Context: an optimization exercise on an open-source flow, tuned for small area, a short achievable clock period and few clock cycles. The choices shown serve that exercise and are no tape-out recipe. In this exercise RTL edits were held to simulation tests only and were not proved equivalent to the original. No activity file was given, so power comes from the tool's default toggle rates.

File: design/flow/run.sh
#!/bin/bash
# synth_recipe.tcl (not shown) runs the flow's synth.tcl, then flattens the netlist and writes it again
# the make line also repeats each setting of config.mk as NAME=value (left out here)
make -C /OpenROAD-flow-scripts/flow DESIGN_CONFIG=/design/flow/config.mk WORK_HOME=/design/flow/orfs CLKGATE_MAP_FILE= SYNTH_SCRIPT=/design/flow/synth_recipe.tcl finish
File: design/flow/config.mk
export PLATFORM = sky130hd
export DESIGN_NAME = cache_bank
export DESIGN_NICKNAME = cache_bank
export VERILOG_FILES = /design/flow/design.v
export SDC_FILE = /design/flow/constraint.sdc
export NUM_CORES = 4
export LEC_CHECK = 0
export CAP_MARGIN = 20
export CORE_MARGIN = 2
export CORE_UTILIZATION = 40
export SLEW_MARGIN = 20
File: design/flow/constraint.sdc
create_clock -name core_clock -period 9.0 [get_ports {i_clk}]
set_input_delay 1.8000 -clock core_clock [delete_from_list [all_inputs] [get_ports {i_clk}]]
set_output_delay 1.8000 -clock core_clock [all_outputs]
set_load 0.01 [all_outputs]
File: design/flow/design.v
`timescale 1ns/1ps
package cache_bank_pkg;
    localparam int ADDR_WIDTH  = 32;
    localparam int OFFSET_BITS = 4;
    localparam int SET_BITS    = 4;
    localparam int TAG_BITS    = ADDR_WIDTH - SET_BITS - OFFSET_BITS;
    localparam int DATA_WIDTH  = 16;
    localparam logic [1:0] REQ_FETCH = 2'd0;
    localparam logic [1:0] REQ_READ  = 2'd1;
    localparam logic [1:0] REQ_WRITE = 2'd2;
endpackage
`timescale 1ns/1ps
module cache_bank
#(
    parameter int WAYS      = 4,
    parameter int RRPV_BITS = 2
) (
    input  logic                  i_clk,
    input  logic                  i_nreset,
    input  logic [1:0]            i_request_type,
    input  logic [cache_bank_pkg::ADDR_WIDTH-1:0] i_addr,
    input  logic                  i_type_valid,
    output logic                  o_type_ready,
    input  logic [cache_bank_pkg::DATA_WIDTH-1:0] i_data,
    output logic [cache_bank_pkg::DATA_WIDTH-1:0] o_pe_data_o,
    output logic                  o_pe_data_o_valid,
    input  logic                  i_pe_data_o_ready,
    output logic [cache_bank_pkg::ADDR_WIDTH-1:0] o_dram_addr,
    input  logic [cache_bank_pkg::DATA_WIDTH-1:0] i_dram_data,
    input  logic                  i_dram_data_i_valid,
    output logic                  o_dram_data_i_ready,
    output logic [cache_bank_pkg::DATA_WIDTH-1:0] o_dram_data_o,
    output logic                  o_dram_data_o_valid,
    input  logic                  i_dram_data_o_ready
);
    localparam int AW   = cache_bank_pkg::ADDR_WIDTH;
    localparam int DW   = cache_bank_pkg::DATA_WIDTH;
    localparam int TB   = cache_bank_pkg::TAG_BITS;
    localparam int SB   = cache_bank_pkg::SET_BITS;
    localparam int OB   = cache_bank_pkg::OFFSET_BITS;
    localparam int SETS = 1 << SB;
    localparam int RB   = RRPV_BITS;
    localparam logic [RB-1:0] RRPV_MAX    = '1;
    localparam logic [RB-1:0] RRPV_INSERT = RRPV_MAX - 1'b1;
    localparam int FQ   = 4;     
    localparam int FQB  = 2;
    localparam int WQ   = 2;     
    localparam int WQB  = 1;
    logic [SETS-1:0][WAYS-1:0][TB-1:0] tag_mem;
    logic [SETS-1:0][WAYS-1:0][DW-1:0] data_mem;
    logic [SETS-1:0][WAYS-1:0]         valid_q;
    logic [SETS-1:0][WAYS-1:0]         dirty_q;
    logic [SETS-1:0][WAYS-1:0][RB-1:0] rrpv_q;
    logic          m_v, s_v;
    logic [1:0]    m_t, s_t;
    logic [AW-1:0] m_a, s_a;
    logic [DW-1:0] m_d, s_d;
    logic          m_take;
    logic          accept;
    logic          u_v;
    logic [1:0]    u_t;
    logic [AW-1:0] u_a;
    logic [DW-1:0] u_d;
    logic [WAYS-1:0][TB-1:0] u_tag;
    logic [WAYS-1:0][DW-1:0] u_dat;
    logic [WAYS-1:0]         u_val;
    logic [WAYS-1:0]         u_dty;
    logic [WAYS-1:0][RB-1:0] u_rr;
    logic          u_take;
    logic          u_adv;
    logic          u_stall;
    assign o_type_ready = !s_v;
    assign accept       = i_type_valid && !s_v;
    assign u_take       = !u_v || u_adv;
    assign m_take       = !m_v || u_take;
    always_ff @(posedge i_clk) begin
        if (!i_nreset) begin
            m_v <= 1'b0;
            s_v <= 1'b0;
        end else begin
            if (m_take)
                m_v <= s_v || accept;
            s_v <= s_v ? !m_take : (accept && !m_take);
        end
    end
    always_ff @(posedge i_clk) begin
        if (!s_v) begin
            s_t <= i_request_type;
            s_a <= i_addr;
            s_d <= i_data;
        end
        if (m_take) begin
            m_t <= s_v ? s_t : i_request_type;
            m_a <= s_v ? s_a : i_addr;
            m_d <= s_v ? s_d : i_data;
        end
    end
    logic          land_act;
    logic [SB-1:0] land_set;
    logic [WAYS-1:0] land_way;
    logic [DW-1:0] land_data;
    logic [FQ-1:0][AW-1:0]   fq_addr;
    logic [FQ-1:0][WAYS-1:0] fq_way;
    logic [FQ-1:0]           fq_wen;
    logic [FQ-1:0]           fq_vld;
    logic [FQB-1:0]          fq_h, fq_t;
    logic [FQB:0]            fq_cnt;
    logic                    fq_full;
    logic [WQ-1:0][TB-1:0]   wq_tag;
    logic [WQ-1:0][SB-1:0]   wq_set;
    logic [WQ-1:0][DW-1:0]   wq_dat;
    logic [WQB-1:0]          wq_h, wq_t;
    logic [WQB:0]            wq_cnt;
    logic                    wq_full;
    logic [1:0]    rq_cnt;
    logic          rq_h, rq_t;
    logic [1:0][DW-1:0] rq_dat;
    logic [SB-1:0]   u_set;
    logic [TB-1:0]   u_rtag;
    logic            is_fetch, is_read, is_write;
    logic [WAYS-1:0] hitv;
    logic            hit;
    logic [DW-1:0]   hit_data;
    logic [WAYS-1:0] victim;
    logic            vfound;
    logic [RB-1:0]   max_rr;
    logic            vic_dirty;
    logic [TB-1:0]   vic_tag;
    logic [DW-1:0]   vic_dat;
    logic [WAYS-1:0] pend;
    logic            fmiss, fhit, wr_go, rd_go;
    logic [WAYS-1:0] tag_we, data_we;
    logic [WAYS-1:0][RB-1:0] new_rr;
    logic [WAYS-1:0] new_val, new_dty;
    assign u_set    = u_a[OB +: SB];
    assign u_rtag   = u_a[AW-1 -: TB];
    assign is_fetch = u_t == cache_bank_pkg::REQ_FETCH;
    assign is_read  = u_t == cache_bank_pkg::REQ_READ;
    assign is_write = u_t == cache_bank_pkg::REQ_WRITE;
    always_comb begin
        hit_data = '0;
        for (int w = 0; w < WAYS; w++) begin
            hitv[w] = u_val[w] && (u_tag[w] == u_rtag);
            if (hitv[w])
                hit_data = hit_data | u_dat[w];
        end
        hit = |hitv;
    end
    always_comb begin
        vfound = 1'b0;
        max_rr = '0;
        victim = '0;
        for (int w = 0; w < WAYS; w++)
            if (u_rr[w] > max_rr)
                max_rr = u_rr[w];
        for (int w = 0; w < WAYS; w++) begin
            if (!vfound && !u_val[w]) begin
                victim[w] = 1'b1;
                vfound = 1'b1;
            end
        end
        for (int w = 0; w < WAYS; w++) begin
            if (!vfound && u_rr[w] == max_rr) begin
                victim[w] = 1'b1;
                vfound = 1'b1;
            end
        end
    end
    always_comb begin
        vic_dirty = 1'b0;
        vic_tag   = '0;
        vic_dat   = '0;
        for (int w = 0; w < WAYS; w++) begin
            if (victim[w]) begin
                vic_dirty = vic_dirty | (u_val[w] & u_dty[w]);
                vic_tag   = vic_tag | u_tag[w];
                vic_dat   = vic_dat | u_dat[w];
            end
        end
    end
    always_comb begin
        for (int w = 0; w < WAYS; w++)
            pend[w] = land_act && land_set == u_set && land_way[w];
        for (int e = 0; e < FQ; e++)
            if (fq_vld[e] && fq_wen[e] && fq_addr[e][OB +: SB] == u_set)
                pend = pend | fq_way[e];
    end
    always_comb begin
        u_stall = 1'b0;
        if (is_read)
            u_stall = (|(hitv & pend)) || rq_cnt[1];
        else if (is_write)
            u_stall = land_act;
        else if (is_fetch)
            u_stall = !hit && (fq_full || (vic_dirty && wq_full));
    end
    assign u_adv   = u_v && !u_stall;
    assign fmiss   = u_adv && is_fetch && !hit;
    assign fhit    = u_adv && is_fetch && hit;
    assign wr_go   = u_adv && is_write && hit;
    assign rd_go   = u_adv && is_read;
    assign tag_we  = fmiss ? victim : '0;
    assign data_we = wr_go ? hitv : '0;
    always_comb begin
        for (int w = 0; w < WAYS; w++) begin
            new_rr[w] = u_rr[w];
            if (fhit) begin
                if (hitv[w])
                    new_rr[w] = '0;
            end else if (fmiss) begin
                if (victim[w])
                    new_rr[w] = RRPV_INSERT;
                else if (u_rr[w] != RRPV_MAX)
                    new_rr[w] = u_rr[w] + 1'b1;
            end
            new_val[w] = u_val[w] | tag_we[w];
            new_dty[w] = tag_we[w] ? 1'b0 : (data_we[w] ? 1'b1 : u_dty[w]);
        end
    end
    logic [DW-1:0] wbus;
    assign wbus = land_act ? land_data : u_d;
    for (genvar gs = 0; gs < SETS; gs++) begin : g_set
        logic set_we;
        assign set_we = u_adv && u_set == gs;
        for (genvar gw = 0; gw < WAYS; gw++) begin : g_way
            logic land_here;
            assign land_here = land_act && land_set == gs && land_way[gw];
            always_ff @(posedge i_clk) begin
                if (set_we && tag_we[gw])
                    tag_mem[gs][gw] <= u_rtag;
                if (land_here || (set_we && data_we[gw]))
                    data_mem[gs][gw] <= wbus;
            end
            always_ff @(posedge i_clk) begin
                if (!i_nreset) begin
                    valid_q[gs][gw] <= 1'b0;
                    dirty_q[gs][gw] <= 1'b0;
                    rrpv_q[gs][gw]  <= RRPV_MAX;
                end else if (set_we) begin
                    valid_q[gs][gw] <= new_val[gw];
                    dirty_q[gs][gw] <= new_dty[gw];
                    rrpv_q[gs][gw]  <= new_rr[gw];
                end
            end
        end
    end
    logic [SB-1:0] m_set;
    logic          same;
    assign m_set = m_a[OB +: SB];
    assign same  = u_adv && u_set == m_set;
    always_ff @(posedge i_clk) begin
        if (!i_nreset)
            u_v <= 1'b0;
        else if (u_take)
            u_v <= m_v;
    end
    always_ff @(posedge i_clk) begin
        if (u_take) begin
            u_t <= m_t;
            u_a <= m_a;
            u_d <= m_d;
        end
        for (int w = 0; w < WAYS; w++) begin
            if (u_take) begin
                u_tag[w] <= (same && tag_we[w]) ? u_rtag : tag_mem[m_set][w];
                u_val[w] <= same ? new_val[w] : valid_q[m_set][w];
                u_dty[w] <= same ? new_dty[w] : dirty_q[m_set][w];
                u_rr[w]  <= same ? new_rr[w]  : rrpv_q[m_set][w];
                if (land_act && land_set == m_set && land_way[w])
                    u_dat[w] <= land_data;
                else if (same && data_we[w])
                    u_dat[w] <= u_d;
                else
                    u_dat[w] <= data_mem[m_set][w];
            end else begin
                if (land_act && land_set == u_set && land_way[w])
                    u_dat[w] <= land_data;
            end
        end
    end
    logic rq_pop;
    assign rq_pop            = (rq_cnt != 0) && i_pe_data_o_ready;
    assign o_pe_data_o_valid = rq_cnt != 0;
    assign o_pe_data_o       = rq_dat[rq_h];
    always_ff @(posedge i_clk) begin
        if (!i_nreset) begin
            rq_cnt <= '0;
            rq_h   <= 1'b0;
            rq_t   <= 1'b0;
        end else begin
            rq_cnt <= rq_cnt + rd_go - rq_pop;
            if (rd_go)
                rq_t <= !rq_t;
            if (rq_pop)
                rq_h <= !rq_h;
        end
    end
    always_ff @(posedge i_clk) begin
        if (rd_go)
            rq_dat[rq_t] <= hit ? hit_data : '0;
    end
    localparam logic [1:0] D_IDLE = 2'd0;
    localparam logic [1:0] D_WB   = 2'd1;
    localparam logic [1:0] D_FILL = 2'd2;
    logic [1:0] dstate;
    logic       f_push, f_pop, w_push, w_pop;
    logic [FQB:0] fq_cnt_n;
    logic [WQB:0] wq_cnt_n;
    logic [FQ-1:0] cancel;
    assign f_push = fmiss;
    assign w_push = fmiss && vic_dirty;
    assign f_pop  = dstate == D_FILL && i_dram_data_i_valid;
    assign w_pop  = dstate == D_WB && i_dram_data_o_ready;
    assign fq_cnt_n = fq_cnt + f_push - f_pop;
    assign wq_cnt_n = wq_cnt + w_push - w_pop;
    assign fq_full  = fq_cnt[FQB];
    assign wq_full  = wq_cnt[WQB];
    always_comb begin
        for (int e = 0; e < FQ; e++)
            cancel[e] = fq_addr[e][OB +: SB] == u_set && |(fq_way[e] & (tag_we | data_we));
    end
    always_ff @(posedge i_clk) begin
        if (!i_nreset) begin
            dstate   <= D_IDLE;
            fq_cnt   <= '0;
            fq_h     <= '0;
            fq_t     <= '0;
            fq_vld   <= '0;
            wq_cnt   <= '0;
            wq_h     <= '0;
            wq_t     <= '0;
            land_act <= 1'b0;
        end else begin
            fq_cnt <= fq_cnt_n;
            wq_cnt <= wq_cnt_n;
            if (f_push)
                fq_t <= fq_t + 1'b1;
            if (f_pop)
                fq_h <= fq_h + 1'b1;
            if (w_push)
                wq_t <= wq_t + 1'b1;
            if (w_pop)
                wq_h <= wq_h + 1'b1;
            for (int e = 0; e < FQ; e++) begin
                if (f_push && fq_t == e)
                    fq_vld[e] <= 1'b1;
                else if (f_pop && fq_h == e)
                    fq_vld[e] <= 1'b0;
            end
            land_act <= f_pop && fq_wen[fq_h] && !cancel[fq_h];
            if ((dstate == D_FILL && !f_pop) || (dstate == D_WB && !w_pop))
                dstate <= dstate;
            else if (wq_cnt_n[WQB] || (wq_cnt_n != 0 && fq_cnt_n == 0))
                dstate <= D_WB;
            else if (fq_cnt_n != 0)
                dstate <= D_FILL;
            else
                dstate <= D_IDLE;
        end
    end
    always_ff @(posedge i_clk) begin
        for (int e = 0; e < FQ; e++) begin
            if (f_push && fq_t == e) begin
                fq_addr[e] <= u_a;
                fq_way[e]  <= victim;
                fq_wen[e]  <= 1'b1;
            end else if (cancel[e]) begin
                fq_wen[e]  <= 1'b0;
            end
        end
        for (int e = 0; e < WQ; e++) begin
            if (w_push && wq_t == e) begin
                wq_tag[e] <= vic_tag;
                wq_set[e] <= u_set;
                wq_dat[e] <= vic_dat;
            end
        end
        if (f_pop) begin
            land_set  <= fq_addr[fq_h][OB +: SB];
            land_way  <= fq_way[fq_h];
            land_data <= i_dram_data;
        end
    end
    assign o_dram_data_i_ready = dstate == D_FILL;
    assign o_dram_data_o_valid = dstate == D_WB;
    assign o_dram_addr         = (dstate == D_FILL) ? fq_addr[fq_h]
                                                    : {wq_tag[wq_h], wq_set[wq_h], {OB{1'b0}}};
    assign o_dram_data_o       = wq_dat[wq_h];
endmodule
==> run notes <==
==> cell usage after synthesis (all sizes together) (39+ instances only) <==
cell	n
nor2	155
nor2b	50
nand3	60
inv	39
mux4	1251
a21oi	96
o21ai	252
buf	244
a211oi	83
dfxtp	335
xor2	51
xnor2	94
clkbuf	376
edfxtp	3124
o211ai	132
a222oi	42
o211a	66
a31oi	59
mux2i	200
nand2	904
a21boi	70
mux2	186
==> metal layers <==
layer	vias to the layer above	track usage [%]	wire [um]
li1	34200	-	-
met1	46000	35.5	192000
met2	5558	39.0	224000
met3	844	6.13	55000
met4	24	10.8	24300
met5	-	0	149
==> final cells by class <==
class | instances | area [um2] | share of cell area [%]
antenna | 48 | 120 | 0.0705
clock buffer | 485 | 9920 | 5.82
clock inverter | 177 | 1960 | 1.15
inverter | 40 | 165 | 0.0969
multi-input combinational | 4117 | 47400 | 27.8
sequential | 3459 | 101000 | 59.0
tap | 4972 | 6220 | 3.65
timing repair buffer | 462 | 4180 | 2.45
==> state kept, by name, summed over array words and instances (netlist names), 48 cells and up, named ones only <==
name and cells:
rrpv_q 128, u_tag 96, valid_q 64, data_mem 1024, wq_tag 48, u_dat 64, tag_mem 1536, dirty_q 64
fq_addr 128
==> final timing paths <==
kind	slack, ns	cells past startpoint	start	end
max	0.88	21	u_rr[2]$_DFFE_PN_	tag_mem[826]$_DFFE_PP_
min	0.42	0	m_d[4]$_DFFE_PN_	u_d[4]$_DFFE_PN_
max reg2reg	0.88	21	u_rr[2]$_DFFE_PN_	tag_mem[826]$_DFFE_PP_
min reg2reg	0.42	0	m_d[4]$_DFFE_PN_	u_d[4]$_DFFE_PN_
==> stage by stage <==
stage | hold slack, ns | std cells | util, %
floorplan | 0.400 | 8236 | -
global placement | 0.401 | 13000 | 42.6
detailed placement | 0.406 | 13000 | 42.6
CTS | 0.421 | 13700 | 45.8
global route | 0.429 | 13800 | 45.8
finish | 0.421 | 13800 | 45.8
==> logic make-up after synthesis <==
group,synth area share (%)
simple gates,3.98
fa+ha+maj,0.270
xor+xnor,0.850
buf+inv,1.75
flops,67.3
mux,21.6
compound gates,4.28
==> power groups by stage <==
stage                     registers [mW]  clock network, mW  logic (mW)
after floorplan                     18.6                  0        2.63
after global placement              18.7                  0        4.56
after detailed placement            18.7                  0        4.60
after CTS                           18.4               15.3        4.62
after global routing                18.4               15.9        4.85
final                               18.4               15.1        4.65
==> cell usage in the layout, fill, tap and decap left out, drive strengths merged, types with 11 or more instances in the layout <==
cell type and instances:
nand2 904, edfxtp 3124, a222oi 42, ha 29
and2 38, a211oi 83, and3 38, o22ai 13
o211a 66, bufinv 33, a31oi 59, nand2b 11
xor2 51, diode 48, mux2 186, clkbuf 486
nor2b 50, xnor2 94, clkinv 128, a21boi 70
mux4 1251, nor3 37, inv 49, nand4 28
o21ai 252, a22oi 38, o31ai 24, nor4 15
mux2i 200, o211ai 132, dfxtp 335, nor2 155
a21oi 96, nand3 60, buf 323, clkdlybuf4s50 138
==> summary.txt <==
Run status
  – Status: complete, no violations

CTS
  – Num CTS Buffers: 365
  – Clock Sinks: 3459
  – Htree depth: 5
  – Root buf cell: clkbuf_16
  – CTS tree: yes
  – Cts repair resizes: 0
  – CTS clk-pin slew, worst paths: 0.06 ns
  – Clock Latency Late Sink: 1.00 ns
  – Clk buf depth: 4
  – Setup repair bufs after CTS: 0
  – Post-CTS Hold Buffers: 0

Floorplanning
  – Die area: 378000 um2
  – Die H: 615 um
  – Starting Density: 40.2%
  – Io pins: 140
  – Rows: 224
  – Die W: 615 um
  – Core box area: 372000 um2

Placed design
  – Placed Area: 158000 um2
  – # port buffers: 139
  – HPWL Detailed: 308 mm
  – Pre-CTS WS: 1.03 ns
  – GPL Wtd Cong: 0.906

Global route
  – Remaining Overflow, GRT: 0
  – Initial antenna violation count: 47
  – GRT Total Usage: 25.7%
  – First-pass GRT wire length: 686 mm
  – Pin count of the biggest net entering global routing: 173
  – Vias in the first global route: 84600

Power
  – Sw frac: 25.5%
  – Worst VDD drop: 165 uV
  – Static Leak: 55.3 nW
  – Switch Pwr: 9.74 mW
  – Internal Power: 28.4 mW
  – Comb pwr share: 12.2%
  – Pwr Total: 38.2 mW
  – Clk pwr share: 39.6%
  – Seq pwr share: 48.2%
  – Power per cell area: 224 nW/um2

Layout
  – Design Area, Final: 170000 um2
  – Synthesis-to-layout area growth: 14.1%
  – Nets: 8548
  – Share of post-route cells with drive strength above 1: 28.3%
  – Fill cell total of the finished layout: 31400

Yosys
  – Largest area contributor in the netlist: edfxtp_1
  – Synth area leaders: edfxtp_1 63%, mux4_2 19%, dfxtp_1 4.5%
  – Primary FF master, synth: edfxtp_1
  – Post-synth ARST share: 0%
  – EDFF count, synth: 3124
  – Syn nets: 8339
  – Register area share after synthesis: 67.3%
  – Flops & latches, synth: 3459
  – Mapped Avg Cell Area: 18.1 um2
  – Syn Std Cell Area: 149000 um2
  – Share of Yosys cell area claimed by the top area cell type: 62.8%
  – Post-synth cell types: 85
  – Yosys warning count: 1
  – Synthesized instance count: 8236

Critical path
  – Setup crit start kind: flip-flop
  – WP data arrival: 8.63 ns
  – Crit Path Max Fanout: 24
  – Crit path capture type: flip-flop
  – Crit Path Class: reg2reg
  – Worst EP required: 9.52 ns
  – Cells along the critical path: inv_1, ha_1, or4b_1, and2_1, and2_1, inv_1, ha_1, nor2b_1, nor3_1, a21oi_2, ha_1, nand2_1, o21ai_1, mux2i_1, mux2i_1, o2bb2ai_1, o211a_4, nor4b_4, nand2_2, nor2_4, buf_4
  – Top delay family on crit path: simple AND/OR/NAND/NOR gates
  – CP peak stage delay: 0.89 ns
  – CP max stage cell: nor4b_4
  – Crit path buf inv count: 3
  – CP most frequent cell: ha_1

STA
  – Fin crit share: 90.2%
  – Final setup fails: 0
  – Peak Freq: 123 MHz
  – Slew HR: 19.1%
  – Tmin final: 8.12 ns
  – Clock skew: 0.112 ns
  – RSZ-0062 raised after global routing: false
  – Final hold vios: 0
  – Worst setup margin: 0.884 ns
  – Setup_tns: 0 ns
  – Final Max Tran Viols: 0
  – Worst slew pin tran: 1.20 ns

Drt
  – Avg Vias per Cell: 6.30
  – Starting DRT DRC Count: 13300
  – Post-Route WL: 495 mm
  – Routed WL per cell: 36.0 um
  – Via count: 86700
  – Post-DRT Antenna Nets: 0
  – # DRC: 0
  – First-pass DRT Iterations: 9

Min path
  – Hold WC Path Type: reg2reg

Flow run
  – Max_cap viols: 0
Testbench counts, summed over its fixed seeds: cycles 12,700.

==> port drivers added, routing unchanged <==
The flow's constraints put no driver on any port. The routed layout listed below was extracted and timed again, unchanged, in two steps.
Step 1: set_driving_cell puts a clkbuf_16 on i_clk and a buf_2 on each other input, an assumption about the parent block.
Step 2 moves the port delays by t, midway between the first and last clock arrival at a register: inputs arrive t later, outputs are due t later. That takes back most of the time a late clock gives input paths.
Three values: no drivers, after step 1, after step 2; two values: the first two.
t (ns): 1.037
setup WS [ns]: 0.884 / 0.884 / 0.884
hold slack, ns: 0.421 / 0.421 / 0.421
worst setup path at the end: register to register
worst register clock-pin slew, ns: 0.07 / 0.07
After both steps this run still meets setup and hold. For this run, drivers alone change the setup slack by 0.000 ns; drivers and shift together by 0.000 ns.
